From an optimization exercise on the open Yosys and OpenROAD flow, aimed at a short achievable clock period and few clock cycles; shortcuts taken in it are not production practice.
In this exercise RTL edits were held to simulation tests only and were not proved equivalent to the original.
Power is estimated from default activity; no workload was simulated.

## design/flow/run.sh

```bash
#!/bin/bash
# synth_recipe.tcl (not shown) runs the flow's synth.tcl, then flattens the netlist and writes it again
# the make line also repeats each setting of config.mk as NAME=value (left out here)
make -C /OpenROAD-flow-scripts/flow DESIGN_CONFIG=/design/flow/config.mk WORK_HOME=/design/flow/orfs CLKGATE_MAP_FILE= SYNTH_SCRIPT=/design/flow/synth_recipe.tcl finish
```

## design/flow/config.mk

```make
export PLATFORM = sky130hd
export DESIGN_NAME = dataCache
export DESIGN_NICKNAME = dataCache
export VERILOG_FILES = /design/flow/design.v
export SDC_FILE = /design/flow/constraint.sdc
export NUM_CORES = 4
export LEC_CHECK = 0
export ABC_CLOCK_PERIOD_IN_PS = 2000
export CAP_MARGIN = 20
export CORE_MARGIN = 2
export CORE_UTILIZATION = 40
export SETUP_SLACK_MARGIN = 5
export SLEW_MARGIN = 20
```

## design/flow/constraint.sdc

```tcl
create_clock -name core_clock -period 10.5 [get_ports {clock}]
set_input_delay 2.1000 -clock core_clock [delete_from_list [all_inputs] [get_ports {clock}]]
set_output_delay 2.1000 -clock core_clock [all_outputs]
set_load 0.01 [all_outputs]
```

## design/flow/design.v

```verilog
module dataCache
(
	input logic clock,
	input logic reset,
	input logic [32-1:0] address,
	input logic [32-1:0] writeData,
	input logic accessEnable,
	input logic byteAccess,
	input logic read,
	output logic [32-1:0] readData,
	output logic cacheWait,
	output logic [32-1:0] memAddress,
	output logic [32-1:0] memWriteData,
	output logic memEnable,
	output logic memRead,
	input logic [32-1:0] memReadData,
	input logic memWait
);
	localparam int TW = (32 - ((($clog2((32 / 8))) + $clog2(4)) + $clog2(4)));
	logic [TW-1:0] tagQ [4][4];       
	logic [3:0] validQ [4];
	logic [3:0] dirtyQ [4];
	logic [1:0] lastFillQ [4];
	logic [31:0] dataQ [4][4][4];     
	logic [31:0] aQ;
	logic [31:0] wdQ;                 
	logic [3:0] maskQ;
	logic byteQ;
	logic readQ;
	logic pendQ;
	logic [3:0] pendWayQ;             
	logic busyQ;
	logic wbQ;                        
	logic firstQ;                     
	logic [1:0] wcQ;                  
	logic [1:0] missWayQ;
	logic [1:0] aSet;
	logic [1:0] aWord;
	logic [TW-1:0] aTag;
	assign aSet = aQ[5:4];
	assign aWord = aQ[3:2];
	assign aTag = aQ[31:6];
	logic [1:0] victimOf [4];
	logic [3:0] wbNeed;
	logic [TW-1:0] vicTag [4];
	always_comb
	begin
		for (int s = 0; s < 4; s++)
		begin
			victimOf[s] = lastFillQ[s] + 2'd1;
			for (int w = 3; w >= 0; w--)
				if (!validQ[s][w])
					victimOf[s] = 2'(w);
			wbNeed[s] = validQ[s][victimOf[s]] && (dirtyQ[s][victimOf[s]]
				|| (pendQ && aSet == 2'(s) && pendWayQ[victimOf[s]]));
			vicTag[s] = tagQ[s][victimOf[s]];
		end
	end
	logic [1:0] iSet;
	logic [1:0] iWord;
	logic [1:0] iLane;
	logic [TW-1:0] iTag;
	assign iSet = address[5:4];
	assign iWord = address[3:2];
	assign iLane = address[1:0];
	assign iTag = address[31:6];
	logic [3:0] match [4];
	logic [3:0] hitv;
	logic hit;
	logic conflict;
	always_comb
	begin
		for (int s = 0; s < 4; s++)
			for (int w = 0; w < 4; w++)
				match[s][w] = validQ[s][w] && !busyQ && tagQ[s][w] == iTag;
		hitv = match[iSet];
		hit = |hitv;
		conflict = pendQ && read && address[5:2] == aQ[5:2];
	end
	logic [1:0] rdSet;
	logic [1:0] rdWord;
	logic [31:0] wayRaw [4];
	assign rdSet = busyQ ? aSet : iSet;
	assign rdWord = busyQ ? wcQ : iWord;
	logic [1:0] laneSel [4];
	logic [31:0] hitData;
	always_comb
	begin
		for (int j = 0; j < 4; j++)
			laneSel[j] = byteAccess ? iLane : 2'(j);
		hitData = '0;
		for (int w = 0; w < 4; w++)
		begin
			wayRaw[w] = dataQ[rdSet][w][rdWord];
			for (int j = 0; j < 4; j++)
				if (hitv[w])
					hitData[j*8 +: 8] = hitData[j*8 +: 8] | wayRaw[w][laneSel[j]*8 +: 8];
		end
	end
	logic [31:0] capData;
	always_comb
	begin
		capData = '0;
		if (busyQ)
		begin
			capData = readData;
			if (!wbQ && wcQ == aWord)
				capData = byteQ ? {4{memReadData[aQ[1:0]*8 +: 8]}} : memReadData;
		end
	end
	logic xfer;
	logic lastXfer;
	assign xfer = !memWait;
	assign lastXfer = xfer && wcQ == 2'd3;
	assign memEnable = busyQ;
	always_ff @(posedge clock or negedge reset)
	begin
		if (!reset)
		begin
			busyQ <= 1'b0;
			firstQ <= 1'b0;
			pendQ <= 1'b0;
			cacheWait <= 1'b1;
			wbQ <= 1'b0;
			wcQ <= 2'd0;
		end
		else if (!busyQ)
		begin
			cacheWait <= !hit || conflict;
			busyQ <= accessEnable && !hit;
			firstQ <= accessEnable && !hit;
			pendQ <= accessEnable && !read && hit;
			wbQ <= wbNeed[iSet];
			wcQ <= 2'd0;
		end
		else
		begin
			firstQ <= 1'b0;
			if (xfer)
			begin
				wcQ <= wcQ + 2'd1;
				if (wcQ == 2'd3)
				begin
					if (wbQ)
						wbQ <= 1'b0;
					else
					begin
						busyQ <= 1'b0;
						cacheWait <= 1'b0;
					end
				end
			end
		end
	end
	always_ff @(posedge clock)
	begin
		if (!busyQ)
		begin
			aQ <= address;
			wdQ <= byteAccess ? {4{writeData[7:0]}} : writeData;
			maskQ <= byteAccess ? 4'b0001 << iLane : 4'b1111;
			byteQ <= byteAccess;
			readQ <= read;
			pendWayQ <= hitv;
			missWayQ <= victimOf[iSet];
			memRead <= !wbNeed[iSet];
			memAddress <= {wbNeed[iSet] ? vicTag[iSet] : iTag, iSet, 4'b0000};
		end
		else
		begin
			if (xfer)
			begin
				memAddress[3:2] <= wcQ + 2'd1;
				if (wbQ && wcQ == 2'd3)
				begin
					memRead <= 1'b1;
					memAddress[31:6] <= aTag;
				end
			end
		end
		memWriteData <= wayRaw[missWayQ];
		readData <= hitData | capData;
	end
	logic fillWr;
	logic [31:0] fillData;
	logic wrEn;
	logic [31:0] wrData;
	logic [3:0] wrMask;
	logic [1:0] wrWord;
	logic [3:0] wrWay;
	assign fillWr = busyQ && !wbQ;
	always_comb
	begin
		for (int b = 0; b < 4; b++)
			fillData[b*8 +: 8] = (!readQ && wcQ == aWord && maskQ[b]) ? wdQ[b*8 +: 8]
				: memReadData[b*8 +: 8];
		wrEn = fillWr || pendQ;
		wrData = fillWr ? fillData : wdQ;
		wrMask = fillWr ? 4'b1111 : maskQ;
		wrWord = fillWr ? wcQ : aWord;
		wrWay = fillWr ? 4'b0001 << missWayQ : pendWayQ;
	end
	always_ff @(posedge clock)
	begin
		for (int s = 0; s < 4; s++)
			for (int w = 0; w < 4; w++)
				for (int k = 0; k < 4; k++)
					for (int b = 0; b < 4; b++)
						if (wrEn && aSet == 2'(s) && wrWay[w] && wrWord == 2'(k) && wrMask[b])
							dataQ[s][w][k][b*8 +: 8] <= wrData[b*8 +: 8];
	end
	always_ff @(posedge clock or negedge reset)
	begin
		if (!reset)
		begin
			for (int s = 0; s < 4; s++)
			begin
				validQ[s] <= '0;
				dirtyQ[s] <= '0;
				lastFillQ[s] <= '0;
			end
		end
		else
		begin
			if (firstQ)
			begin
				validQ[aSet][missWayQ] <= 1'b1;
				dirtyQ[aSet][missWayQ] <= !readQ;
				lastFillQ[aSet] <= missWayQ;
			end
			else if (pendQ)
			begin
				for (int w = 0; w < 4; w++)
					if (pendWayQ[w])
						dirtyQ[aSet][w] <= 1'b1;
			end
		end
	end
	always_ff @(posedge clock)
	begin
		if (firstQ)
			tagQ[aSet][missWayQ] <= aTag;
	end
endmodule
```

==> impl_results.html, run 1 <==
<table>
<tr><th>Metric</th><th>Value</th></tr>
<tr><th colspan="2">Routing</th></tr>
<tr><td>Final ANT Viol Nets</td><td>0</td></tr>
<tr><td>Total via count after detailed routing</td><td>79700</td></tr>
<tr><td>Total wirelength of the detailed-routed design</td><td>514000 um</td></tr>
<tr><td>Detailed-route DRC error count</td><td>0</td></tr>
<tr><td>First drt pass iteration count</td><td>12</td></tr>
<tr><td>Number of DRC markers after the initial detailed-route iteration</td><td>16900</td></tr>
<tr><td>Average vias per placed instance</td><td>6.95</td></tr>
<tr><td>Routed WL per cell</td><td>44.8 um</td></tr>
<tr><th colspan="2">Logic synthesis</th></tr>
<tr><td>Post-synthesis register bit count</td><td>2680</td></tr>
<tr><td>Seq/Total Area, Yosys</td><td>0.717</td></tr>
<tr><td>Count of flip-flops with a built-in enable after synthesis</td><td>2567</td></tr>
<tr><td>Most area-consuming cells after synthesis</td><td>sky130_fd_sc_hd__edfxtp_1, sky130_fd_sc_hd__mux4_2, sky130_fd_sc_hd__xnor2_1</td></tr>
<tr><td>Area fraction of the dominant cell type after synthesis</td><td>0.694</td></tr>
<tr><td>Largest area contributor in the synthesized netlist</td><td>sky130_fd_sc_hd__edfxtp_1</td></tr>
<tr><td>Dominant synthesized flop cell</td><td>sky130_fd_sc_hd__edfxtp_1</td></tr>
<tr><td>Distinct cell type count after synthesis</td><td>111</td></tr>
<tr><td>Average cell area after synthesis</td><td>15.5 um^2</td></tr>
<tr><td>Asr flop ratio synth</td><td>0.0175</td></tr>
<tr><td>Number of instances in the synthesized netlist</td><td>7177</td></tr>
<tr><td>Syn. warnings</td><td>10</td></tr>
<tr><td>Syn Std Cell Area</td><td>0.111 mm^2</td></tr>
<tr><th colspan="2">Power and ir drop</th></tr>
<tr><td>P_leak</td><td>41.4 nW</td></tr>
<tr><td>Design internal power</td><td>23.2 mW</td></tr>
<tr><td>Power density relative to cell area</td><td>308 mW/mm^2</td></tr>
<tr><td>Sw frac</td><td>0.415</td></tr>
<tr><td>Overall power</td><td>39.7 mW</td></tr>
<tr><td>Sequential share of power</td><td>0.363</td></tr>
<tr><td>Sw power</td><td>16.5 mW</td></tr>
<tr><td>Portion of total power attributed to the clock network</td><td>0.252</td></tr>
<tr><td>Combinational power share</td><td>0.385</td></tr>
<tr><td>Worst supply voltage drop on vdd</td><td>0.183 mV</td></tr>
<tr><th colspan="2">Timing</th></tr>
<tr><td>Final worst clock skew</td><td>0.147 ns</td></tr>
<tr><td>Portion of the clock cycle consumed by the worst path in the final layout</td><td>0.544</td></tr>
<tr><td>Final-report hold violation count</td><td>0</td></tr>
<tr><td>Worst slew margin relative to its limit</td><td>0.0839</td></tr>
<tr><td>Setup-violating endpoint count in the final report</td><td>0</td></tr>
<tr><td>Pins Over Slew Limit</td><td>0</td></tr>
<tr><td>Worst setup margin</td><td>4.79 ns</td></tr>
<tr><td>Highest clock rate</td><td>175 MHz</td></tr>
<tr><td>Post-layout min period</td><td>5.71 ns</td></tr>
<tr><td>Slew @ Worst Pin</td><td>1.37 ns</td></tr>
<tr><td>Final setup TNS</td><td>0 ns</td></tr>
<tr><td>RSZ-0062 raised after global routing</td><td>yes</td></tr>
<tr><th colspan="2">Finish</th></tr>
<tr><td>Share of the core filled with cells</td><td>0.466</td></tr>
<tr><td>Final net count</td><td>7623</td></tr>
<tr><td>Post-route design area</td><td>0.129 mm^2</td></tr>
<tr><td>Layout cells sized above 1</td><td>0.165</td></tr>
<tr><td>Relative area change from synthesis to final layout</td><td>16.0%</td></tr>
<tr><td>Most frequent cells in the layout</td><td>sky130_fd_sc_hd__edfxtp_1, sky130_fd_sc_hd__nor2_1, sky130_fd_sc_hd__nand2_1</td></tr>
<tr><td>FILL cells</td><td>23900</td></tr>
<tr><td>Commonest non-fill, non-tap cell in the layout</td><td>sky130_fd_sc_hd__edfxtp_1</td></tr>
<tr><th colspan="2">Worst setup path</th></tr>
<tr><td>Worst flop-to-flop path endpoint</td><td>readData[2]</td></tr>
<tr><td>Cell count of the worst reg-to-reg path</td><td>11</td></tr>
<tr><td>Start of the worst register-to-register path</td><td>busyQ</td></tr>
<tr><td>CP startpoint kind</td><td>input port</td></tr>
<tr><td>Slowest library cell on the worst path</td><td>sky130_fd_sc_hd__a31oi_4</td></tr>
<tr><td>Critical Path Source</td><td>address[2]</td></tr>
<tr><td>Required arrival time at the worst endpoint</td><td>11.27 ns</td></tr>
<tr><td>Critical Setup Path Class</td><td>in -&gt; reg</td></tr>
<tr><td>CP cell instances</td><td>clkdlybuf4s50_1, buf_12, nor4bb_1, or2_4, buf_4, a22o_1, a222oi_1, a31oi_4, mux2i_1, a21oi_1, nor3_1, o21ai_1</td></tr>
<tr><td>Data arrival time at the worst-slack endpoint</td><td>6.48 ns</td></tr>
<tr><td>Critical Path End</td><td>readData[7]</td></tr>
<tr><td>Max Fanout on Critical Path</td><td>31</td></tr>
<tr><td>Slowest cell delay on critical path</td><td>0.65 ns</td></tr>
<tr><td>Register-to-Register Setup Slack</td><td>4.94 ns</td></tr>
<tr><td>Kind of end point of the critical path</td><td>register</td></tr>
<tr><th colspan="2">Global route</th></tr>
<tr><td>Total global routing overflow</td><td>0</td></tr>
<tr><td>First-pass GRT wire length</td><td>667000 um</td></tr>
<tr><td>Aggregate global-route resource usage</td><td>0.353</td></tr>
<tr><td>Number of antenna violations at the first check in global routing</td><td>42</td></tr>
<tr><td>Vias in the first global route</td><td>71900</td></tr>
<tr><td>Largest net degree at the start of global routing</td><td>70</td></tr>
<tr><th colspan="2">Clock network</th></tr>
<tr><td>CTS tree</td><td>done</td></tr>
<tr><td>Clock edge transition at the registers on the reported setup and hold paths</td><td>0.06 ns</td></tr>
<tr><td>Maximum level of the CTS H-tree</td><td>5</td></tr>
<tr><td>Clock Sink Count</td><td>2680</td></tr>
<tr><td>Clock buffers created by TritonCTS</td><td>287</td></tr>
<tr><td>Maximum root-to-sink buffer count</td><td>4</td></tr>
<tr><td>Clock root buffer master</td><td>sky130_fd_sc_hd__clkbuf_16</td></tr>
<tr><td>Clk Latency, worst-skew pair</td><td>0.94 ns</td></tr>
<tr><td>CTS hold repair buffers</td><td>0</td></tr>
<tr><th colspan="2">Run status</th></tr>
<tr><td>Run status</td><td>finished clean</td></tr>
<tr><th colspan="2">Floorplan</th></tr>
<tr><td>Floorplan row count</td><td>193</td></tr>
<tr><td>Ports</td><td>201</td></tr>
<tr><td>Initial Utilization</td><td>0.402</td></tr>
<tr><td>Chip height</td><td>531 um</td></tr>
<tr><td>Die boundary width</td><td>531 um</td></tr>
<tr><td>Die outline area</td><td>0.282 mm^2</td></tr>
<tr><td>Core footprint</td><td>0.276 mm^2</td></tr>
<tr><th colspan="2">Flow run</th></tr>
<tr><td>Max Cap Violations</td><td>0</td></tr>
<tr><th colspan="2">Min path</th></tr>
<tr><td>Worst Hold Launch</td><td>memAddress[3]</td></tr>
<tr><td>Hold/Removal Path Class</td><td>reg -&gt; reg</td></tr>
<tr><th colspan="2">Placed design</th></tr>
<tr><td>Setup slack at placement</td><td>3.43 ns</td></tr>
<tr><td>Final weighted congestion of routability-driven global placement</td><td>1.04</td></tr>
<tr><td>Instance area at placement</td><td>0.118 mm^2</td></tr>
<tr><td>Buffers on Ports</td><td>198</td></tr>
<tr><td>DP HPWL</td><td>332000 um</td></tr>
</table>
per-stage QoR:
| stage | instances | hold slack, ns |
|---|---|---|
| after CTS | 11400 | 0.468 |
| after floorplan | 7178 | 0.464 |
| after global placement | 10800 | 0.443 |
| after global routing | 11400 | 0.511 |
| after detailed placement | 10900 | 0.460 |
| final | 11500 | 0.468 |
cell type report:
cell class	count	area, um^2	area share
Antenna cell	36	90.1	0.000699
Timing Repair Buffer	556	5130	0.0399
Clock buffer	359	7650	0.0594
Multi-Input combinational cell	3941	30200	0.234
Tap cell	3705	4640	0.0360
Sequential cell	2680	79600	0.618
Clock inverter	143	1310	0.0102
Inverter	50	196	0.00153
layer usage:
| metal | track usage | part of all wire | vias up |
|---|---|---|---|
| met2 | 0.481 | 0.40 | 7886 |
| met5 | 0.00188 | 0.00053 | - |
| li1 | - | - | 29600 |
| met4 | 0.176 | 0.062 | 32 |
| met3 | 0.153 | 0.17 | 1586 |
| met1 | 0.477 | 0.37 | 40600 |
what timing repair did:
| action | 4_1_cts | 5_1_grt |
|---|---|---|
| setup buffers | 39 | 14 |
| setup endpoints to repair | 63 | 38 |
| pin swaps | 24 | 11 |
| gates resized for setup | 95 | 50 |
| cloned | 4 | 3 |
sequential cells by signal (all words and copies together) (netlist names):
name	flops
aQ	32
busyQ	1
byteQ	1
cacheWait	1
dataQ	2048
dirtyQ	16
firstQ	1
lastFillQ	8
maskQ	4
memAddress	28
memRead	1
memWriteData	32
missWayQ	2
pendQ	1
pendWayQ	4
readData	32
readQ	1
tagQ	416
validQ	16
wbQ	1
wcQ	2
wdQ	32
cell families (layout without fill, tap and decap cells):
group           Yosys count  after routing  share of synthesized area
other cells               1             38                  0.0000338
compound gates         1687           1690                      0.113
xor+xnor                427            427                     0.0337
flops                  2680           2680                      0.717
simple gates           1440           1443                     0.0622
buf+inv                 563           1108                     0.0230
fa+ha+maj                 5              5                   0.000564
mux                     374            374                     0.0507
synthesized netlist by cell type (92+ instances only):
cell                       instances
sky130_fd_sc_hd__xnor2_1         305
sky130_fd_sc_hd__a222oi_1        180
sky130_fd_sc_hd__o22ai_1          99
sky130_fd_sc_hd__edfxtp_1       2567
sky130_fd_sc_hd__nor2_1          486
sky130_fd_sc_hd__nand2_1         414
sky130_fd_sc_hd__buf_2           190
sky130_fd_sc_hd__o21ai_0         251
sky130_fd_sc_hd__nand4_1         112
sky130_fd_sc_hd__a22oi_1         350
sky130_fd_sc_hd__a21oi_1         204
sky130_fd_sc_hd__clkbuf_1        229
sky130_fd_sc_hd__mux4_2          141
sky130_fd_sc_hd__nand3_1          92
sky130_fd_sc_hd__xor2_1          122
sky130_fd_sc_hd__mux2i_1         148
sky130_fd_sc_hd__a221oi_1        114
sky130_fd_sc_hd__a22o_1          110
power by group through the flow:
stage               registers (mW)  logic (mW)  clock network, mW
floorplan                     14.3        6.11                  0
global placement              14.6        13.4                  0
detailed placement            14.6        13.5                  0
CTS                           14.4        14.0               9.96
global route                  14.4        15.0               10.4
finish                        14.4        15.3               10.0
critical path: cells and delay by family:
family          cells  cell delay (ns)
compound gates      5             1.53
buf+inv             3             1.32
simple gates        3             1.13
mux                 1             0.31
how the worst min path moves through the flow:
| stage | to | slack (ns) | cells past startpoint |
|---|---|---|---|
| 6_report | memAddress[3] | 0.47 | 2 |
| 5_1_grt | memAddress[3] | 0.51 | 2 |
| 4_1_cts | memAddress[3] | 0.47 | 2 |
| 3_5_place_dp | memAddress[3] | 0.46 | 2 |
| 3_3_place_gp | memAddress[3] | 0.44 | 2 |
| 2_1_floorplan | dirtyQ[0][2] | 0.46 | 2 |
Testbench counts, summed over its fixed seeds: cycles 55,934.
==> run 2: changes to the inputs <==
--- a/design/flow/design.v
+++ b/design/flow/design.v
@@ -79,9 +79,8 @@
 	end
-	logic [1:0] rdSet;
 	logic [1:0] rdWord;
+	logic [31:0] setLine [4][4];      
 	logic [31:0] wayRaw [4];
-	assign rdSet = busyQ ? aSet : iSet;
 	assign rdWord = busyQ ? wcQ : iWord;
 	logic [1:0] laneSel [4];
-	logic [31:0] hitData;
+	logic [31:0] wayHit [4];
 	always_comb
@@ -90,11 +89,13 @@
 			laneSel[j] = byteAccess ? iLane : 2'(j);
-		hitData = '0;
 		for (int w = 0; w < 4; w++)
 		begin
-			wayRaw[w] = dataQ[rdSet][w][rdWord];
+			for (int k = 0; k < 4; k++)
+				setLine[w][k] = dataQ[iSet][w][k];
+			wayRaw[w] = setLine[w][rdWord];
 			for (int j = 0; j < 4; j++)
-				if (hitv[w])
-					hitData[j*8 +: 8] = hitData[j*8 +: 8] | wayRaw[w][laneSel[j]*8 +: 8];
-		end
-	end
+				wayHit[w][j*8 +: 8] = hitv[w] ? wayRaw[w][laneSel[j]*8 +: 8] : 8'h00;
+		end
+	end
+	logic [31:0] rdHalfQ [2];
+	assign readData = rdHalfQ[0] | rdHalfQ[1];
 	logic [31:0] capData;
@@ -105,3 +106,3 @@
 		begin
-			capData = readData;
+			capData = rdHalfQ[0];
 			if (!wbQ && wcQ == aWord)
@@ -109,2 +110,7 @@
 		end
+	end
+	always_ff @(posedge clock)
+	begin
+		rdHalfQ[0] <= wayHit[0] | wayHit[1] | capData;
+		rdHalfQ[1] <= wayHit[2] | wayHit[3];
 	end
@@ -181,3 +187,2 @@
 		memWriteData <= wayRaw[missWayQ];
-		readData <= hitData | capData;
 	end
==> design/flow/flow/run.sh (new file) <==
#!/bin/bash
# The standard layout (standard.sh, all steps unchanged), run with two
# repair settings changed: the timing repair may resize a cell to any
# footprint (the platform's MATCH_CELL_FOOTPRINT is 1), and it aims for
# SETUP_SLACK_MARGIN ns of setup slack at the design's clock period.
# make's full output goes to flow_make.log here; ORFS keeps each step's log
# under orfs/logs/.
set -euo pipefail
cd "$(dirname "${BASH_SOURCE[0]}")/.."
MARGIN=$(cat flow/margin.txt)
sed -E -e 's/ SETUP_SLACK_MARGIN=[^ ]+//g' \
	-e "s/CLKGATE_MAP_FILE= /CLKGATE_MAP_FILE= SETUP_SLACK_MARGIN=${MARGIN} MATCH_CELL_FOOTPRINT=0 /" \
	standard.sh > standard_tuned.sh
grep -q "MATCH_CELL_FOOTPRINT=0" standard_tuned.sh
bash standard_tuned.sh > flow_make.log 2>&1
==> design/flow/flow/margin.txt (new file) <==
6.8
==> design/flow/standard.sh (new file) <==
#!/bin/bash
# synth_recipe.tcl (not shown) runs the flow's synth.tcl, then flattens the netlist and writes it again
# the make line also repeats each setting of config.mk as NAME=value (left out here)
make -C /OpenROAD-flow-scripts/flow DESIGN_CONFIG=/design/flow/config.mk WORK_HOME=/design/flow/orfs CLKGATE_MAP_FILE= SYNTH_SCRIPT=/design/flow/synth_recipe.tcl "${@:-finish}"
--- a/design/flow/config.mk
+++ b/design/flow/config.mk
@@ -11,3 +11,2 @@
 export CORE_UTILIZATION = 40
-export SETUP_SLACK_MARGIN = 5
 export SLEW_MARGIN = 20
removed: design/flow/run.sh
==> impl_results.html, run 2 <==
<table>
<tr><th>Metric</th><th>Value</th></tr>
<tr><th colspan="2">Floorplan</th></tr>
<tr><td>Die outline area</td><td>0.289 mm^2 (+2.5%)</td></tr>
<tr><td>Core footprint</td><td>0.283 mm^2 (+2.4%)</td></tr>
<tr><td>Initial Utilization</td><td>0.403 (+0.000717)</td></tr>
<tr><td>Chip height</td><td>537 um (+1.3%)</td></tr>
<tr><td>Floorplan row count</td><td>195 (+1.0%)</td></tr>
<tr><td>Ports</td><td>201 (unchanged)</td></tr>
<tr><td>Die boundary width</td><td>537 um (+1.3%)</td></tr>
<tr><th colspan="2">Timing</th></tr>
<tr><td>Final-report hold violation count</td><td>0 (unchanged)</td></tr>
<tr><td>Final worst clock skew</td><td>0.0984 ns (-0.0488 ns)</td></tr>
<tr><td>RSZ-0062 raised after global routing</td><td>yes</td></tr>
<tr><td>Highest clock rate</td><td>255 MHz (+46%)</td></tr>
<tr><td>Pins Over Slew Limit</td><td>0 (unchanged)</td></tr>
<tr><td>Setup-violating endpoint count in the final report</td><td>0 (unchanged)</td></tr>
<tr><td>Portion of the clock cycle consumed by the worst path in the final layout</td><td>0.373 (-0.170)</td></tr>
<tr><td>Post-layout min period</td><td>3.92 ns (-1.79 ns)</td></tr>
<tr><td>Worst slew margin relative to its limit</td><td>0.0972 (+0.0133)</td></tr>
<tr><td>Slew @ Worst Pin</td><td>1.35 ns (-0.0148 ns)</td></tr>
<tr><td>Final setup TNS</td><td>0 ns (unchanged)</td></tr>
<tr><th colspan="2">Finish</th></tr>
<tr><td>Commonest non-fill, non-tap cell in the layout</td><td>sky130_fd_sc_hd__edfxtp_1</td></tr>
<tr><td>Layout cells sized above 1</td><td>0.329 (+0.164)</td></tr>
<tr><td>Most frequent cells in the layout</td><td>sky130_fd_sc_hd__edfxtp_1, sky130_fd_sc_hd__mux4_2, sky130_fd_sc_hd__nand2_1</td></tr>
<tr><td>Flip-flop count of the largest register after layout</td><td>2048 (unchanged)</td></tr>
<tr><td>Registers with the most flip-flops</td><td>dataQ (2048), tagQ (416), rdHalfQ (64)</td></tr>
<tr><td>Relative area change from synthesis to final layout</td><td>22.2%</td></tr>
<tr><td>FILL cells</td><td>23300 (-2.2%)</td></tr>
<tr><td>Share of the core filled with cells</td><td>0.492 (+0.0257)</td></tr>
<tr><td>Multi-input gate area</td><td>0.0349 mm^2 (+16%)</td></tr>
<tr><td>Area used by sequential logic in the layout</td><td>0.0803 mm^2 (+0.93%)</td></tr>
<tr><td>Register with the most flip-flops</td><td>dataQ</td></tr>
<tr><td>Final net count</td><td>7471 (-2.0%)</td></tr>
<tr><th colspan="2">Clock network</th></tr>
<tr><td>CTS tree</td><td>done</td></tr>
<tr><td>Clock Sink Count</td><td>2712 (+1.2%)</td></tr>
<tr><td>Maximum root-to-sink buffer count</td><td>4 (unchanged)</td></tr>
<tr><td>Clk Latency, worst-skew pair</td><td>0.92 ns (-0.02 ns)</td></tr>
<tr><td>Clock root buffer master</td><td>sky130_fd_sc_hd__clkbuf_16</td></tr>
<tr><td>Clock buffers created by TritonCTS</td><td>296 (+3.1%)</td></tr>
<tr><td>CTS hold repair buffers</td><td>0 (unchanged)</td></tr>
<tr><td>Clock edge transition at the registers on the reported setup and hold paths</td><td>0.06 ns (about the same)</td></tr>
<tr><td>Maximum level of the CTS H-tree</td><td>5 (unchanged)</td></tr>
<tr><th colspan="2">Flow run</th></tr>
<tr><td>Max Cap Violations</td><td>0 (unchanged)</td></tr>
<tr><th colspan="2">Logic synthesis</th></tr>
<tr><td>Number of instances in the synthesized netlist</td><td>6707 (-6.5%)</td></tr>
<tr><td>Dominant synthesized flop cell</td><td>sky130_fd_sc_hd__edfxtp_1</td></tr>
<tr><td>Syn Std Cell Area</td><td>0.114 mm^2 (+2.5%)</td></tr>
<tr><td>Seq/Total Area, Yosys</td><td>0.705 (-0.0122)</td></tr>
<tr><td>Most frequent cell after synthesis</td><td>sky130_fd_sc_hd__edfxtp_1</td></tr>
<tr><td>Distinct cell type count after synthesis</td><td>68 (-39%)</td></tr>
<tr><td>Count of flip-flops with a built-in enable after synthesis</td><td>2567 (unchanged)</td></tr>
<tr><td>Area fraction of the dominant cell type after synthesis</td><td>0.677 (-0.0172)</td></tr>
<tr><td>Asr flop ratio synth</td><td>0.0173 (-0.000207)</td></tr>
<tr><td>Post-synthesis register bit count</td><td>2712 (+1.2%)</td></tr>
<tr><td>Average cell area after synthesis</td><td>17.0 um^2 (+9.7%)</td></tr>
<tr><td>Most area-consuming cells after synthesis</td><td>sky130_fd_sc_hd__edfxtp_1, sky130_fd_sc_hd__mux4_2, sky130_fd_sc_hd__mux2i_1</td></tr>
<tr><td>Synth cell count leaders</td><td>sky130_fd_sc_hd__edfxtp_1, sky130_fd_sc_hd__nand2_1, sky130_fd_sc_hd__mux4_2, sky130_fd_sc_hd__nor2_1, sky130_fd_sc_hd__mux2i_1</td></tr>
<tr><td>Syn. warnings</td><td>13 (+3)</td></tr>
<tr><td>Largest area contributor in the synthesized netlist</td><td>sky130_fd_sc_hd__edfxtp_1</td></tr>
<tr><th colspan="2">Worst setup path</th></tr>
<tr><td>Data arrival time at the worst-slack endpoint</td><td>4.67 ns (-1.81 ns)</td></tr>
<tr><td>Register-to-Register Setup Slack</td><td>6.58 ns (+1.64 ns)</td></tr>
<tr><td>Most Frequent Cell on Critical Path</td><td>sky130_fd_sc_hd__mux2i_4</td></tr>
<tr><td>Slowest library cell on the worst path</td><td>sky130_fd_sc_hd__a222oi_1</td></tr>
<tr><td>Max Fanout on Critical Path</td><td>20 (-35%)</td></tr>
<tr><td>Critical Path Source</td><td>address[3]</td></tr>
<tr><td>Required arrival time at the worst endpoint</td><td>11.25 ns (-0.02 ns)</td></tr>
<tr><td>Critical Setup Path Class</td><td>in -&gt; reg</td></tr>
<tr><td>Family of cells with the greatest summed delay on the critical path</td><td>multiplexers</td></tr>
<tr><td>Cell count of the worst reg-to-reg path</td><td>6 (-5)</td></tr>
<tr><td>Stages on the worst setup path</td><td>7 (-5)</td></tr>
<tr><td>Kind of end point of the critical path</td><td>register</td></tr>
<tr><td>Slowest cell delay on critical path</td><td>0.77 ns (+0.12 ns)</td></tr>
<tr><td>Start of the worst register-to-register path</td><td>busyQ</td></tr>
<tr><td>CP startpoint kind</td><td>input port</td></tr>
<tr><td>Worst path bufs/invs</td><td>2 (-1)</td></tr>
<tr><td>CP cell instances</td><td>clkbuf_4, mux2_8, buf_16, mux2i_4, mux2i_4, a222oi_1, mux2i_1</td></tr>
<tr><th colspan="2">Power and ir drop</th></tr>
<tr><td>Combinational power share</td><td>0.296 (-0.089)</td></tr>
<tr><td>Sw frac</td><td>0.345 (-0.0695)</td></tr>
<tr><td>Design internal power</td><td>22.9 mW (-1.3%)</td></tr>
<tr><td>Power density relative to cell area</td><td>252 mW/mm^2 (-18%)</td></tr>
<tr><td>Sw power</td><td>12.1 mW (-27%)</td></tr>
<tr><td>Portion of total power attributed to the clock network</td><td>0.290 (+0.038)</td></tr>
<tr><td>Sequential share of power</td><td>0.414 (+0.051)</td></tr>
<tr><td>Worst supply voltage drop on vdd</td><td>0.234 mV (+28%)</td></tr>
<tr><td>P_leak</td><td>46.7 nW (+13%)</td></tr>
<tr><th colspan="2">Global route</th></tr>
<tr><td>Total global routing overflow</td><td>0 (unchanged)</td></tr>
<tr><td>Aggregate global-route resource usage</td><td>0.282 (-0.0712)</td></tr>
<tr><td>Number of antenna violations at the first check in global routing</td><td>24 (-43%)</td></tr>
<tr><td>Vias in the first global route</td><td>67000 (-6.8%)</td></tr>
<tr><td>First-pass GRT wire length</td><td>561000 um (-16%)</td></tr>
<tr><td>Largest net degree at the start of global routing</td><td>76 (+8.6%)</td></tr>
<tr><th colspan="2">Min path</th></tr>
<tr><td>Hold path depth</td><td>2 (unchanged)</td></tr>
<tr><td>Hold/Removal Path Class</td><td>reg -&gt; reg</td></tr>
<tr><td>Worst Hold Launch</td><td>memAddress[3]</td></tr>
<tr><th colspan="2">Routing</th></tr>
<tr><td>First drt pass iteration count</td><td>7 (-5)</td></tr>
<tr><td>Total wirelength of the detailed-routed design</td><td>420000 um (-18%)</td></tr>
<tr><td>Final ANT Viol Nets</td><td>0 (unchanged)</td></tr>
<tr><td>Number of DRC markers after the initial detailed-route iteration</td><td>10900 (-35%)</td></tr>
<tr><td>Detailed-route DRC error count</td><td>0 (unchanged)</td></tr>
<tr><td>Routed WL per cell</td><td>37.0 um (-17%)</td></tr>
<tr><td>Total via count after detailed routing</td><td>70500 (-12%)</td></tr>
<tr><td>Average vias per placed instance</td><td>6.21 (-11%)</td></tr>
<tr><th colspan="2">Placed design</th></tr>
<tr><td>DP HPWL</td><td>252000 um (-24%)</td></tr>
<tr><td>Buffers on Ports</td><td>198 (unchanged)</td></tr>
<tr><td>Final weighted congestion of routability-driven global placement</td><td>0.949 (-8.4%)</td></tr>
<tr><th colspan="2">Run status</th></tr>
<tr><td>Run status</td><td>finished clean</td></tr>
</table>
-- run 2: changes by cell type in the layout (fill, tap and decap cells not counted), sizes merged, moves of 89 or more --
| cell | previous run | this run |
|---|---|---|
| clkbuf | 362 | 476 |
| a222oi | 180 | 30 |
| a22o | 111 | 4 |
| nand2 | 415 | 537 |
| a22oi | 351 | 153 |
| mux4 | 141 | 521 |
| a221oi | 116 | 27 |
| mux2i | 149 | 343 |
| a21oi | 204 | 97 |
| nor2 | 489 | 365 |
| o22ai | 101 | 0 |
| clkdlybuf4s50 | 193 | 69 |
| o21ai | 264 | 103 |
| buf | 360 | 553 |
-- run 2: cell families after synthesis --
family / Yosys count / synth area share
DFF: 2712 / 0.705
and+or+nand+nor: 1402 / 0.0553
muxes: 997 / 0.146
AOI/OAI and AO/OA: 663 / 0.0411
buffers and inverters: 500 / 0.0191
xor gates and xnor gates: 427 / 0.0329
adders and majority gates: 5 / 0.000550
other: 1 / 0.0000329
-- run 2: final timing paths --
check	end
max in group asynchronous	busyQ
min	memAddress[3]
max	memWriteData[8]
max reg2reg	dataQ[11][19]
min reg2reg	memAddress[3]
min in group asynchronous	wcQ[0]
-- run 2: area by class of cell --
type	count	area share
sequential	2712	0.577
multi-input combinational	3503	0.251
timing repair buffer	787	0.0691
clock buffer	376	0.0571
tap	3743	0.0337
clock inverter	150	0.00950
inverter	64	0.00179
antenna	11	0.000198
-- run 2: metrics by stage --
step	std cells	setup WS, ns	hold WS, ns	power, mW	cell area (um^2)
after global placement	10400	3.99	0.480	22.9	120000
after detailed placement	10400	4.02	0.492	23.1	120000
final	11300	6.58	0.496	35.0	139000
after CTS	11200	6.44	0.497	34.1	136000
after global routing	11300	6.61	0.529	35.6	139000
after floorplan	6708	6.51	0.450	18.9	115000
-- run 2: timing repair --
| action | in CTS | in global routing |
|---|---|---|
| pin swaps | 83 | 111 |
| setup endpoints to repair | 3813 | 1557 |
| endpoints found under the hold margin | 0 | 0 |
| buffers inserted | 192 | 130 |
| gates cloned | 84 | 19 |
| gates resized for setup | 964 | 391 |
-- run 2: metal layers --
| metal | vias to the layer above | track usage | share of wire |
|---|---|---|---|
| li1 | 27900 | - | - |
| met2 | 4883 | 0.429 | 0.45 |
| met1 | 36500 | 0.350 | 0.35 |
| met5 | - | 0 | 0.00053 |
| met4 | 20 | 0.206 | 0.088 |
| met3 | 1201 | 0.0719 | 0.11 |
-- run 2: power by group through the flow --
stage | registers (mW) | clock network [mW] | logic [mW]
floorplan | 14.4 | 0 | 4.51
global placement | 14.7 | 0 | 8.25
detailed placement | 14.7 | 0 | 8.42
CTS | 14.5 | 10.2 | 9.47
global route | 14.5 | 10.6 | 10.5
finish | 14.5 | 10.2 | 10.4
-- run 2: tightest hold or removal path, stage by stage, from the launching register on --
cell and delay [ns]:
sky130_fd_sc_hd__dfxtp_1 0.33, sky130_fd_sc_hd__nand2_1 0.07, sky130_fd_sc_hd__a21oi_1 0.06
Testbench counts of run 2, summed over its fixed seeds: cycles 55,934.
==> run 3: changes to the inputs <==
--- a/design/flow/design.v
+++ b/design/flow/design.v
@@ -25,2 +25,3 @@
 	logic [31:0] aQ;
+	logic [3:0] aSetOH;               
 	logic [31:0] wdQ;                 
@@ -36,2 +37,3 @@
 	logic [1:0] missWayQ;
+	logic [3:0] missOHQ;              
 	logic [1:0] aSet;
@@ -128,3 +130,2 @@
 			pendQ <= 1'b0;
-			cacheWait <= 1'b1;
 			wbQ <= 1'b0;
@@ -134,3 +135,2 @@
 		begin
-			cacheWait <= !hit || conflict;
 			busyQ <= accessEnable && !hit;
@@ -152,6 +152,3 @@
 					else
-					begin
 						busyQ <= 1'b0;
-						cacheWait <= 1'b0;
-					end
 				end
@@ -163,4 +160,12 @@
 		if (!busyQ)
+			cacheWait <= !hit || conflict;
+		else
+			cacheWait <= !(lastXfer && !wbQ);
+	end
+	always_ff @(posedge clock)
+	begin
+		if (!busyQ)
 		begin
 			aQ <= address;
+			aSetOH <= 4'b0001 << iSet;
 			wdQ <= byteAccess ? {4{writeData[7:0]}} : writeData;
@@ -171,2 +176,3 @@
 			missWayQ <= victimOf[iSet];
+			missOHQ <= 4'b0001 << victimOf[iSet];
 			memRead <= !wbNeed[iSet];
@@ -186,3 +192,4 @@
 		end
-		memWriteData <= wayRaw[missWayQ];
+		memWriteData <= (missOHQ[0] ? wayRaw[0] : '0) | (missOHQ[1] ? wayRaw[1] : '0)
+			| (missOHQ[2] ? wayRaw[2] : '0) | (missOHQ[3] ? wayRaw[3] : '0);
 	end
@@ -205,3 +212,14 @@
 		wrWord = fillWr ? wcQ : aWord;
-		wrWay = fillWr ? 4'b0001 << missWayQ : pendWayQ;
+		wrWay = fillWr ? missOHQ : pendWayQ;
+	end
+	logic [3:0] lineEn [4];           
+	logic [3:0] laneEn [4];           
+	always_comb
+	begin
+		for (int s = 0; s < 4; s++)
+			for (int w = 0; w < 4; w++)
+				lineEn[s][w] = wrEn && aSetOH[s] && wrWay[w];
+		for (int k = 0; k < 4; k++)
+			for (int b = 0; b < 4; b++)
+				laneEn[k][b] = wrWord == 2'(k) && wrMask[b];
 	end
@@ -213,3 +231,3 @@
 					for (int b = 0; b < 4; b++)
-						if (wrEn && aSet == 2'(s) && wrWay[w] && wrWord == 2'(k) && wrMask[b])
+						if (lineEn[s][w] && laneEn[k][b])
 							dataQ[s][w][k][b*8 +: 8] <= wrData[b*8 +: 8];
==> impl_results.html, run 3 <==
<table>
<tr><th>Metric</th><th>Value</th></tr>
<tr><th colspan="2">Logic synthesis</th></tr>
<tr><td>Seq/Total Area, Yosys</td><td>0.696 (-0.00885)</td></tr>
<tr><td>Share of the synthesized area in compound gates (AO/OA/AOI/OAI)</td><td>0.0461 (+0.00506)</td></tr>
<tr><td>Number of instances in the synthesized netlist</td><td>6928 (+3.3%)</td></tr>
<tr><td>Count of flip-flops with a built-in enable after synthesis</td><td>2575 (+0.31%)</td></tr>
<tr><td>Asr flop ratio synth</td><td>0.0169 (-0.000419)</td></tr>
<tr><td>Post-Synth Adder-Cell Area</td><td>0.000866 (+0.000316)</td></tr>
<tr><td>Most frequent cell after synthesis</td><td>sky130_fd_sc_hd__edfxtp_1</td></tr>
<tr><td>Mux share of post-synthesis cell area</td><td>0.147 (+0.000955)</td></tr>
<tr><td>Basic-gate share of the synthesized area counting and, or, nand and nor cells</td><td>0.0553 (about the same)</td></tr>
<tr><td>Synth cell count leaders</td><td>sky130_fd_sc_hd__edfxtp_1, sky130_fd_sc_hd__mux4_2, sky130_fd_sc_hd__nand2_1, sky130_fd_sc_hd__xnor2_1, sky130_fd_sc_hd__mux2i_1</td></tr>
<tr><td>Average cell area after synthesis</td><td>16.7 um^2 (-1.7%)</td></tr>
<tr><td>Post-synthesis register bit count</td><td>2720 (+0.29%)</td></tr>
<tr><td>Most area-consuming cells after synthesis</td><td>sky130_fd_sc_hd__edfxtp_1, sky130_fd_sc_hd__mux4_2, sky130_fd_sc_hd__mux2i_1</td></tr>
<tr><td>Syn. warnings</td><td>15 (+2)</td></tr>
<tr><td>Area fraction of the dominant cell type after synthesis</td><td>0.669 (-0.00837)</td></tr>
<tr><td>XOR/XNOR share of the synthesized area</td><td>0.0321 (-0.000734)</td></tr>
<tr><td>Largest family of logic cells by synthesized area</td><td>multiplexers</td></tr>
<tr><td>Largest area contributor in the synthesized netlist</td><td>sky130_fd_sc_hd__edfxtp_1</td></tr>
<tr><td>Syn Std Cell Area</td><td>0.116 mm^2 (+1.6%)</td></tr>
<tr><td>Dominant synthesized flop cell</td><td>sky130_fd_sc_hd__edfxtp_1</td></tr>
<tr><td>Distinct cell type count after synthesis</td><td>71 (+4.4%)</td></tr>
<tr><th colspan="2">Timing</th></tr>
<tr><td>Portion of the clock cycle consumed by the worst path in the final layout</td><td>0.377 (+0.00395)</td></tr>
<tr><td>Final setup TNS</td><td>0 ns (unchanged)</td></tr>
<tr><td>RSZ-0062 raised after global routing</td><td>yes</td></tr>
<tr><td>Slew @ Worst Pin</td><td>1.25 ns (-0.106 ns)</td></tr>
<tr><td>Pins Over Slew Limit</td><td>0 (unchanged)</td></tr>
<tr><td>Highest clock rate</td><td>252 MHz (-1.0%)</td></tr>
<tr><td>Setup-violating endpoint count in the final report</td><td>0 (unchanged)</td></tr>
<tr><td>Final worst clock skew</td><td>0.0628 ns (-0.0357 ns)</td></tr>
<tr><td>Final-report hold violation count</td><td>0 (unchanged)</td></tr>
<tr><td>Post-layout min period</td><td>3.96 ns (+0.0415 ns)</td></tr>
<tr><td>Worst slew margin relative to its limit</td><td>0.168 (+0.0709)</td></tr>
<tr><th colspan="2">Finish</th></tr>
<tr><td>Registers with the most flip-flops</td><td>dataQ (2048), tagQ (416), rdHalfQ (64)</td></tr>
<tr><td>Flip-flop count of the largest register after layout</td><td>2048 (unchanged)</td></tr>
<tr><td>Relative area change from synthesis to final layout</td><td>22.6%</td></tr>
<tr><td>Post-route design area</td><td>0.142 mm^2 (+1.9%)</td></tr>
<tr><td>Share of the core filled with cells</td><td>0.492 (about the same)</td></tr>
<tr><td>FILL cells</td><td>23600 (+1.1%)</td></tr>
<tr><td>Commonest non-fill, non-tap cell in the layout</td><td>sky130_fd_sc_hd__edfxtp_1</td></tr>
<tr><td>Final net count</td><td>7648 (+2.4%)</td></tr>
<tr><td>Register with the most flip-flops</td><td>dataQ</td></tr>
<tr><td>Finished Layout Cells</td><td>11600 (+1.9%)</td></tr>
<tr><td>Most frequent cells in the layout</td><td>sky130_fd_sc_hd__edfxtp_1, sky130_fd_sc_hd__mux4_2, sky130_fd_sc_hd__nand2_1</td></tr>
<tr><td>Layout cells sized above 1</td><td>0.315 (-0.0140)</td></tr>
<tr><th colspan="2">Worst setup path</th></tr>
<tr><td>Critical Setup Path Class</td><td>in -&gt; reg</td></tr>
<tr><td>Slowest cell delay on critical path</td><td>0.42 ns (-0.35 ns)</td></tr>
<tr><td>Register-to-Register Setup Slack</td><td>6.75 ns (+0.17 ns)</td></tr>
<tr><td>Required arrival time at the worst endpoint</td><td>11.36 ns (+0.11 ns)</td></tr>
<tr><td>Data arrival time at the worst-slack endpoint</td><td>4.82 ns (+0.15 ns)</td></tr>
<tr><td>Max Fanout on Critical Path</td><td>32 (+60%)</td></tr>
<tr><td>Slowest library cell on the worst path</td><td>sky130_fd_sc_hd__nand4_1</td></tr>
<tr><td>Kind of end point of the critical path</td><td>register</td></tr>
<tr><td>Cell count of the worst reg-to-reg path</td><td>8 (+2)</td></tr>
<tr><td>Worst flop-to-flop path endpoint</td><td>dataQ[60][8]</td></tr>
<tr><td>Start of the worst register-to-register path</td><td>busyQ</td></tr>
<tr><td>Worst path bufs/invs</td><td>6 (+4)</td></tr>
<tr><td>Family of cells with the greatest summed delay on the critical path</td><td>simple AND/OR/NAND/NOR gates</td></tr>
<tr><td>CP startpoint kind</td><td>input port</td></tr>
<tr><td>CP cell instances</td><td>buf_16, buf_12, nand3_2, nor4_1, nand4_1, nand4_1, buf_6, buf_4, clkbuf_16, a22oi_2, buf_4, a22oi_1</td></tr>
<tr><th colspan="2">Routing</th></tr>
<tr><td>First drt pass iteration count</td><td>6 (-1)</td></tr>
<tr><td>Total wirelength of the detailed-routed design</td><td>415000 um (-1.2%)</td></tr>
<tr><td>Final ANT Viol Nets</td><td>0 (unchanged)</td></tr>
<tr><td>Routed WL per cell</td><td>35.9 um (-3.1%)</td></tr>
<tr><td>Detailed-route DRC error count</td><td>0 (unchanged)</td></tr>
<tr><td>Number of DRC markers after the initial detailed-route iteration</td><td>9351 (-14%)</td></tr>
<tr><td>Average vias per placed instance</td><td>6.11 (-1.7%)</td></tr>
<tr><td>Total via count after detailed routing</td><td>70600 (+0.23%)</td></tr>
<tr><th colspan="2">Floorplan</th></tr>
<tr><td>Chip height</td><td>542 um (+0.77%)</td></tr>
<tr><td>Initial Utilization</td><td>0.402 (-0.000960)</td></tr>
<tr><td>Ports</td><td>201 (unchanged)</td></tr>
<tr><td>Core footprint</td><td>0.288 mm^2 (+1.8%)</td></tr>
<tr><td>Die outline area</td><td>0.293 mm^2 (+1.6%)</td></tr>
<tr><td>Die boundary width</td><td>542 um (+0.77%)</td></tr>
<tr><td>Floorplan row count</td><td>197 (+1.0%)</td></tr>
<tr><th colspan="2">Placed design</th></tr>
<tr><td>DP HPWL</td><td>250000 um (-0.96%)</td></tr>
<tr><td>Post-Place Cells</td><td>10600 (+2.5%)</td></tr>
<tr><td>Instance area at placement</td><td>0.122 mm^2 (+1.7%)</td></tr>
<tr><td>Buffers on Ports</td><td>198 (unchanged)</td></tr>
<tr><td>Final weighted congestion of routability-driven global placement</td><td>0.972 (+2.4%)</td></tr>
<tr><th colspan="2">Run status</th></tr>
<tr><td>Run status</td><td>finished clean</td></tr>
<tr><th colspan="2">Global route</th></tr>
<tr><td>Vias in the first global route</td><td>68600 (+2.4%)</td></tr>
<tr><td>Number of antenna violations at the first check in global routing</td><td>24 (unchanged)</td></tr>
<tr><td>First-pass GRT wire length</td><td>554000 um (-1.1%)</td></tr>
<tr><td>Aggregate global-route resource usage</td><td>0.271 (-0.0111)</td></tr>
<tr><td>Total global routing overflow</td><td>0 (unchanged)</td></tr>
<tr><td>Largest net degree at the start of global routing</td><td>82 (+7.9%)</td></tr>
<tr><th colspan="2">Clock network</th></tr>
<tr><td>Clock edge transition at the registers on the reported setup and hold paths</td><td>0.07 ns (about the same)</td></tr>
<tr><td>Clock Sink Count</td><td>2720 (+0.29%)</td></tr>
<tr><td>Clock root buffer master</td><td>sky130_fd_sc_hd__clkbuf_16</td></tr>
<tr><td>Maximum root-to-sink buffer count</td><td>4 (unchanged)</td></tr>
<tr><td>CTS tree</td><td>done</td></tr>
<tr><td>Clk Latency, worst-skew pair</td><td>0.96 ns (+0.04 ns)</td></tr>
<tr><td>Maximum level of the CTS H-tree</td><td>5 (unchanged)</td></tr>
<tr><td>Clock buffers created by TritonCTS</td><td>296 (unchanged)</td></tr>
<tr><th colspan="2">Min path</th></tr>
<tr><td>Hold/Removal Path Class</td><td>reg -&gt; reg</td></tr>
<tr><td>Sink of the worst hold path</td><td>dirtyQ[1][1]</td></tr>
<tr><td>Worst Hold Launch</td><td>dirtyQ[1][1]</td></tr>
<tr><td>Hold path depth</td><td>2 (unchanged)</td></tr>
<tr><th colspan="2">Power and ir drop</th></tr>
<tr><td>P_leak</td><td>46.7 nW (about the same)</td></tr>
<tr><td>Power density relative to cell area</td><td>265 mW/mm^2 (+5.2%)</td></tr>
<tr><td>Worst supply voltage drop on vdd</td><td>0.282 mV (+21%)</td></tr>
<tr><th colspan="2">Flow run</th></tr>
<tr><td>Max Cap Violations</td><td>0 (unchanged)</td></tr>
</table>
run 3: changes by cell type after synthesis, moves of 37 or more:
cell,delta
sky130_fd_sc_hd__xnor2_1,+63
sky130_fd_sc_hd__a211oi_1,+72
sky130_fd_sc_hd__xor2_1,-66
sky130_fd_sc_hd__a31oi_1,-39
sky130_fd_sc_hd__a22oi_1,-63
sky130_fd_sc_hd__o21ai_0,+38
sky130_fd_sc_hd__nand4_1,+52
sky130_fd_sc_hd__o211ai_1,+125
sky130_fd_sc_hd__nand2_1,-63
sky130_fd_sc_hd__inv_1,+76
sky130_fd_sc_hd__buf_2,+37
run 3: worst max-delay path by stage:
stage,cells past startpoint,endpoint,slack (ns),start
2_1_floorplan,11,rdHalfQ[0][26],6.52,address[4]
3_3_place_gp,10,rdHalfQ[0][11],4.28,address[4]
3_5_place_dp,10,rdHalfQ[0][11],4.29,address[4]
4_1_cts,2,memEnable,6.53,busyQ
5_1_grt,13,rdHalfQ[1][17],6.58,address[8]
6_report,12,rdHalfQ[1][17],6.54,address[5]
run 3: final cells by class:
| type | count | area, um^2 | share of cell area |
|---|---|---|---|
| well taps | 3781 | 4730 | 0.0334 |
| diodes | 18 | 45.0 | 0.000318 |
| multi-input cells | 3609 | 36900 | 0.260 |
| clock buffers | 381 | 7820 | 0.0552 |
| repair buffers | 772 | 9490 | 0.0670 |
| flip-flops and latches | 2720 | 80600 | 0.569 |
| inverters | 139 | 539 | 0.00381 |
| clock inverters | 146 | 1660 | 0.0117 |
run 3: worst min-delay path: cells and delay by family (launching register included):
| family | cells | cell delay, ns |
|---|---|---|
| flip-flops | 1 | 0.37 |
| AND/OR/NAND/NOR | 2 | 0.11 |
run 3: kinds of logic (layout without fill, tap and decap cells):
kind of cell               count (synthesis)  in the layout
buffers and inverters                    605           1438
and+or+nand+nor                         1366           1367
AOI/OAI and AO/OA                        770            771
xor gates and xnor gates                 424            424
other                                      1             20
adders and majority gates                  8              8
DFF                                     2720           2720
muxes                                   1034           1037
run 3: through the flow:
| stage | hold WS, ns | setup slack (ns) | total power [mW] |
|---|---|---|---|
| floorplan | 0.449 | 6.52 | 20.3 |
| global route | 0.513 | 6.58 | 38.4 |
| CTS | 0.503 | 6.53 | 36.7 |
| detailed placement | 0.490 | 4.29 | 25.5 |
| global placement | 0.478 | 4.28 | 25.3 |
| finish | 0.505 | 6.54 | 37.5 |
run 3: power breakdown:
| group | switching, mW | internal, mW |
|---|---|---|
| clock | 4.45 | 5.86 |
| combinational | 8.41 | 3.48 |
| sequential | 0.742 | 14.6 |
run 3: what timing repair did:
item,in CTS,in global routing
gates cloned,51,29
hold buffers,0,0
pin swaps,80,81
resized for setup,1035,423
buffers inserted,165,133
hold endpoints to repair,0,0
endpoints found under the setup margin,2590,1597
run 3: layer usage:
metal | GRT usage | vias up | routed length, um
li1 | - | 28700 | -
met1 | 0.342 | 36900 | 152000
met2 | 0.425 | 4040 | 193000
met3 | 0.0440 | 985 | 34900
met4 | 0.194 | 6 | 35700
met5 | 0 | - | 45
Testbench counts of run 3, summed over its fixed seeds: cycles 55,934.
==> run 4: changes to the inputs <==
--- a/design/flow/config.mk
+++ b/design/flow/config.mk
@@ -10,3 +10,3 @@
 export CORE_MARGIN = 2
-export CORE_UTILIZATION = 40
+export CORE_UTILIZATION = 55
 export SLEW_MARGIN = 20
==> impl_results.html, run 4 <==
<table>
<tr><th>Metric</th><th>Value</th></tr>
<tr><th colspan="2">Run status</th></tr>
<tr><td>Run status</td><td>finished clean</td></tr>
<tr><th colspan="2">Timing</th></tr>
<tr><td>Worst slew margin relative to its limit</td><td>0.187 (+0.0190)</td></tr>
<tr><td>Setup-violating endpoint count in the final report</td><td>0 (unchanged)</td></tr>
<tr><td>Post-layout min period</td><td>3.86 ns (-0.0976 ns)</td></tr>
<tr><td>Final setup TNS</td><td>0 ns (unchanged)</td></tr>
<tr><td>RSZ-0062 raised after global routing</td><td>yes</td></tr>
<tr><td>Final-report hold violation count</td><td>0 (unchanged)</td></tr>
<tr><td>Pins Over Slew Limit</td><td>0 (unchanged)</td></tr>
<tr><td>Final worst clock skew</td><td>0.0817 ns (+0.0189 ns)</td></tr>
<tr><td>Portion of the clock cycle consumed by the worst path in the final layout</td><td>0.368 (-0.00930)</td></tr>
<tr><td>Slew @ Worst Pin</td><td>1.22 ns (-0.0285 ns)</td></tr>
<tr><td>Highest clock rate</td><td>259 MHz (+2.5%)</td></tr>
<tr><th colspan="2">Clock network</th></tr>
<tr><td>Clock Sink Count</td><td>2720 (unchanged)</td></tr>
<tr><td>Clk Latency, worst-skew pair</td><td>0.98 ns (+0.02 ns)</td></tr>
<tr><td>CTS hold repair buffers</td><td>0 (unchanged)</td></tr>
<tr><td>Maximum level of the CTS H-tree</td><td>5 (unchanged)</td></tr>
<tr><td>CTS tree</td><td>done</td></tr>
<tr><td>Clock root buffer master</td><td>sky130_fd_sc_hd__clkbuf_16</td></tr>
<tr><td>Clock edge transition at the registers on the reported setup and hold paths</td><td>0.06 ns (about the same)</td></tr>
<tr><td>Maximum root-to-sink buffer count</td><td>4 (unchanged)</td></tr>
<tr><td>Clock buffers created by TritonCTS</td><td>300 (+1.4%)</td></tr>
<tr><th colspan="2">Worst setup path</th></tr>
<tr><td>Data arrival time at the worst-slack endpoint</td><td>4.66 ns (-0.16 ns)</td></tr>
<tr><td>Critical Setup Path Class</td><td>in -&gt; reg</td></tr>
<tr><td>CP startpoint kind</td><td>input port</td></tr>
<tr><td>Worst flop-to-flop path endpoint</td><td>memAddress[31]</td></tr>
<tr><td>Max Fanout on Critical Path</td><td>8 (-75%)</td></tr>
<tr><td>Start of the worst register-to-register path</td><td>validQ[3][3]</td></tr>
<tr><td>Register-to-Register Setup Slack</td><td>6.77 ns (+0.02 ns)</td></tr>
<tr><td>Required arrival time at the worst endpoint</td><td>11.29 ns (-0.07 ns)</td></tr>
<tr><td>Cell count of the worst reg-to-reg path</td><td>9 (+1)</td></tr>
<tr><td>Kind of end point of the critical path</td><td>register</td></tr>
<tr><td>Critical Path Source</td><td>address[5]</td></tr>
<tr><td>Critical Path End</td><td>pendQ</td></tr>
<tr><th colspan="2">Logic synthesis</th></tr>
<tr><td>Synth cell count leaders</td><td>sky130_fd_sc_hd__edfxtp_1, sky130_fd_sc_hd__mux4_2, sky130_fd_sc_hd__nand2_1, sky130_fd_sc_hd__xnor2_1, sky130_fd_sc_hd__mux2i_1</td></tr>
<tr><td>Most frequent cell after synthesis</td><td>sky130_fd_sc_hd__edfxtp_1</td></tr>
<tr><td>Dominant synthesized flop cell</td><td>sky130_fd_sc_hd__edfxtp_1</td></tr>
<tr><td>Most area-consuming cells after synthesis</td><td>sky130_fd_sc_hd__edfxtp_1, sky130_fd_sc_hd__mux4_2, sky130_fd_sc_hd__mux2i_1</td></tr>
<tr><td>Post-synthesis register bit count</td><td>2720 (unchanged)</td></tr>
<tr><td>Distinct cell type count after synthesis</td><td>71 (unchanged)</td></tr>
<tr><td>Syn. warnings</td><td>15 (unchanged)</td></tr>
<tr><td>Seq/Total Area, Yosys</td><td>0.696 (unchanged)</td></tr>
<tr><td>Number of instances in the synthesized netlist</td><td>6928 (unchanged)</td></tr>
<tr><td>Average cell area after synthesis</td><td>16.7 um^2 (unchanged)</td></tr>
<tr><td>Count of flip-flops with a built-in enable after synthesis</td><td>2575 (unchanged)</td></tr>
<tr><td>Asr flop ratio synth</td><td>0.0169 (unchanged)</td></tr>
<tr><td>Largest area contributor in the synthesized netlist</td><td>sky130_fd_sc_hd__edfxtp_1</td></tr>
<tr><td>Area fraction of the dominant cell type after synthesis</td><td>0.669 (unchanged)</td></tr>
<tr><td>Syn Std Cell Area</td><td>0.116 mm^2 (unchanged)</td></tr>
<tr><th colspan="2">Routing</th></tr>
<tr><td>Average vias per placed instance</td><td>6.68 (+9.3%)</td></tr>
<tr><td>Routed WL per cell</td><td>37.6 um (+4.7%)</td></tr>
<tr><td>Length of routed wiring on met1</td><td>149000 um (-1.7%)</td></tr>
<tr><td>Final ANT Viol Nets</td><td>0 (unchanged)</td></tr>
<tr><td>Number of DRC markers after the initial detailed-route iteration</td><td>9806 (+4.9%)</td></tr>
<tr><td>First drt pass iteration count</td><td>6 (unchanged)</td></tr>
<tr><td>Total via count after detailed routing</td><td>70300 (-0.44%)</td></tr>
<tr><td>Detailed-route DRC error count</td><td>0 (unchanged)</td></tr>
<tr><td>Top metal layer carrying routed signals</td><td>met5</td></tr>
<tr><td>Met3 routed wirelength</td><td>37600 um (+7.8%)</td></tr>
<tr><td>Sum of met2 wire segment lengths after detailed routing</td><td>185000 um (-4.2%)</td></tr>
<tr><td>Total wirelength of the detailed-routed design</td><td>396000 um (-4.6%)</td></tr>
<tr><th colspan="2">Finish</th></tr>
<tr><td>Flip-flop count of the largest register after layout</td><td>2048 (unchanged)</td></tr>
<tr><td>Register with the most flip-flops</td><td>dataQ</td></tr>
<tr><td>Commonest non-fill, non-tap cell in the layout</td><td>sky130_fd_sc_hd__edfxtp_1</td></tr>
<tr><td>Final net count</td><td>7631 (-0.22%)</td></tr>
<tr><td>Relative area change from synthesis to final layout</td><td>20.1%</td></tr>
<tr><td>Most frequent cells in the layout</td><td>sky130_fd_sc_hd__edfxtp_1, sky130_fd_sc_hd__mux4_2, sky130_fd_sc_hd__nand2_1</td></tr>
<tr><td>Post-route design area</td><td>0.139 mm^2 (-2.0%)</td></tr>
<tr><td>Share of the core filled with cells</td><td>0.663 (+0.171)</td></tr>
<tr><td>Layout cells sized above 1</td><td>0.299 (-0.0159)</td></tr>
<tr><td>Registers with the most flip-flops</td><td>dataQ (2048), tagQ (416), rdHalfQ (64)</td></tr>
<tr><td>Finished Layout Cells</td><td>10500 (-8.9%)</td></tr>
<tr><th colspan="2">Floorplan</th></tr>
<tr><td>Core footprint</td><td>0.209 mm^2 (-27%)</td></tr>
<tr><td>Floorplan row count</td><td>168 (-15%)</td></tr>
<tr><td>Initial Utilization</td><td>0.552 (+0.151)</td></tr>
<tr><td>Die outline area</td><td>0.214 mm^2 (-27%)</td></tr>
<tr><td>Ports</td><td>201 (unchanged)</td></tr>
<tr><td>Chip height</td><td>463 um (-15%)</td></tr>
<tr><td>Die boundary width</td><td>463 um (-15%)</td></tr>
<tr><th colspan="2">Power and ir drop</th></tr>
<tr><td>P_leak</td><td>46.4 nW (-0.76%)</td></tr>
<tr><td>Power density relative to cell area</td><td>266 mW/mm^2 (+0.37%)</td></tr>
<tr><td>Overall power</td><td>36.9 mW (-1.6%)</td></tr>
<tr><td>Worst supply voltage drop on vdd</td><td>0.254 mV (-10%)</td></tr>
<tr><th colspan="2">Placed design</th></tr>
<tr><td>Final weighted congestion of routability-driven global placement</td><td>0.964 (-0.75%)</td></tr>
<tr><td>Buffers on Ports</td><td>198 (unchanged)</td></tr>
<tr><td>Instance area at placement</td><td>0.121 mm^2 (-0.89%)</td></tr>
<tr><td>DP HPWL</td><td>239000 um (-4.3%)</td></tr>
<tr><td>Post-Place Cells</td><td>9672 (-9.1%)</td></tr>
<tr><th colspan="2">Global route</th></tr>
<tr><td>First-pass GRT wire length</td><td>539000 um (-2.8%)</td></tr>
<tr><td>Number of antenna violations at the first check in global routing</td><td>11 (-54%)</td></tr>
<tr><td>Vias in the first global route</td><td>67800 (-1.1%)</td></tr>
<tr><td>Aggregate global-route resource usage</td><td>0.361 (+0.0906)</td></tr>
<tr><td>Total global routing overflow</td><td>0 (unchanged)</td></tr>
<tr><td>Largest net degree at the start of global routing</td><td>99 (+21%)</td></tr>
<tr><th colspan="2">Min path</th></tr>
<tr><td>Hold/Removal Path Class</td><td>reg -&gt; reg</td></tr>
<tr><th colspan="2">Flow run</th></tr>
<tr><td>Max Cap Violations</td><td>0 (unchanged)</td></tr>
</table>
==> run 4: changes by cell type in the layout (fill, tap and decap cells not counted), moves of 17 or more <==
cell,change
sky130_fd_sc_hd__nor2_1,+59
sky130_fd_sc_hd__nor2_2,+20
sky130_fd_sc_hd__clkbuf_1,-18
sky130_fd_sc_hd__clkbuf_2,+17
sky130_fd_sc_hd__buf_6,-29
sky130_fd_sc_hd__clkbuf_16,+18
sky130_fd_sc_hd__nor2_4,-79
sky130_fd_sc_hd__mux2i_1,+17
==> run 4: worst min-delay path by stage <==
stage | startpoint | end | slack (ns) | depth (start not counted)
global placement | memAddress[3] | memAddress[3] | 0.46 | 2
CTS | memAddress[3] | memAddress[3] | 0.48 | 2
global route | dirtyQ[3][3] | dirtyQ[3][3] | 0.52 | 1
floorplan | dirtyQ[1][1] | dirtyQ[1][1] | 0.45 | 2
finish | memAddress[3] | memAddress[3] | 0.48 | 2
detailed placement | memAddress[3] | memAddress[3] | 0.48 | 2
==> run 4: through the flow <==
step | setup slack [ns] | hold slack (ns)
finish | 6.64 | 0.482
global route | 6.65 | 0.523
global placement | 4.26 | 0.455
floorplan | 6.52 | 0.449
detailed placement | 4.48 | 0.479
CTS | 6.43 | 0.484
==> run 4: where the power goes <==
part | switching [mW] | internal, mW
combinational | 8.12 | 3.41
sequential | 0.717 | 14.6
clock | 4.20 | 5.88
total | 13.0 | 23.9
==> run 4: layout make-up <==
type | instances | area, um^2
sequential | 2720 | 80600
fill | 14500 | 70500
multi-input combinational | 3608 | 36100
timing repair buffer | 752 | 9020
clock buffer | 374 | 7990
tap | 2805 | 3510
clock inverter | 132 | 1180
inverter | 139 | 529
antenna | 6 | 15.0
==> run 4: worst max-delay path: stages <==
cell,delay (ns)
sky130_fd_sc_hd__buf_16,0.14
sky130_fd_sc_hd__buf_12,0.16
sky130_fd_sc_hd__buf_16,0.15
sky130_fd_sc_hd__and3b_2,0.24
sky130_fd_sc_hd__nand3_2,0.06
sky130_fd_sc_hd__nor2_1,0.04
sky130_fd_sc_hd__nand4_1,0.36
sky130_fd_sc_hd__nand4_1,0.20
sky130_fd_sc_hd__buf_6,0.19
sky130_fd_sc_hd__buf_12,0.12
sky130_fd_sc_hd__or4_4,0.62
sky130_fd_sc_hd__a22o_1,0.23
==> run 4: logic make-up after synthesis <==
family | after synthesis | share of synthesized area
AOI/OAI and AO/OA | 770 | 0.0461
muxes | 1034 | 0.147
xor gates and xnor gates | 424 | 0.0321
adders and majority gates | 8 | 0.000866
and+or+nand+nor | 1366 | 0.0553
other | 1 | 0.0000324
buffers and inverters | 605 | 0.0223
DFF | 2720 | 0.696
==> run 4: layer usage <==
layer  vias to the layer above  global-route usage
li1                      28600                   -
met1                     36700               0.493
met2                      4169               0.557
met3                       866              0.0700
met4                         6               0.190
met5                         -                   0
==> run 4: timing repair <==
item                       in CTS  in global routing
pin swaps                      77                 55
setup endpoints to repair    3939               1080
cloned                         69                 18
gates resized for setup       881                256
buffers inserted              183                 81

[port drivers added, routing unchanged]
No port has a modelled driver above. Below, the same layouts with a new extraction and two added sets of constraints. Step 1 (the two cells are an assumption about what drives the block):
set clk [get_ports {clock}]
set_driving_cell -lib_cell sky130_fd_sc_hd__clkbuf_16 $clk
set_driving_cell -lib_cell sky130_fd_sc_hd__buf_2 [delete_from_list [all_inputs] $clk]
Step 2, shift: input delay + t, output delay - t, t = (earliest + latest rising clock arrival at the registers) / 2. This alone moves slack from input paths to output paths. a / b / c = no drivers / after step 1 / after step 2; a / b = the first two.
| run | t (ns) | setup slack, ns | worst hold slack (ns) | worst data-port slew with drivers (ns) | cell pins on the clock port's net |
|---|---|---|---|---|---|
| run 1 | 0.966 | 4.791 / 4.859 / 3.893 | 0.468 / 0.468 / 0.468 | 0.13 | 1 |
| run 2 | 0.975 | 6.580 / 6.438 / 5.463 | 0.496 / 0.496 / 0.496 | 0.40 | 1 |
| run 3 | 1.013 | 6.539 / 6.360 / 5.347 | 0.505 / 0.505 / 0.505 | 0.33 | 1 |
| run 4 | 1.036 | 6.636 / 6.323 / 5.287 | 0.482 / 0.482 / 0.482 | 0.57 | 1 |
After both steps setup and hold are still met in every run listed. The setup slack of run 4, which loses most, moves by -0.313 ns with the drivers and by -1.349 ns with both steps.
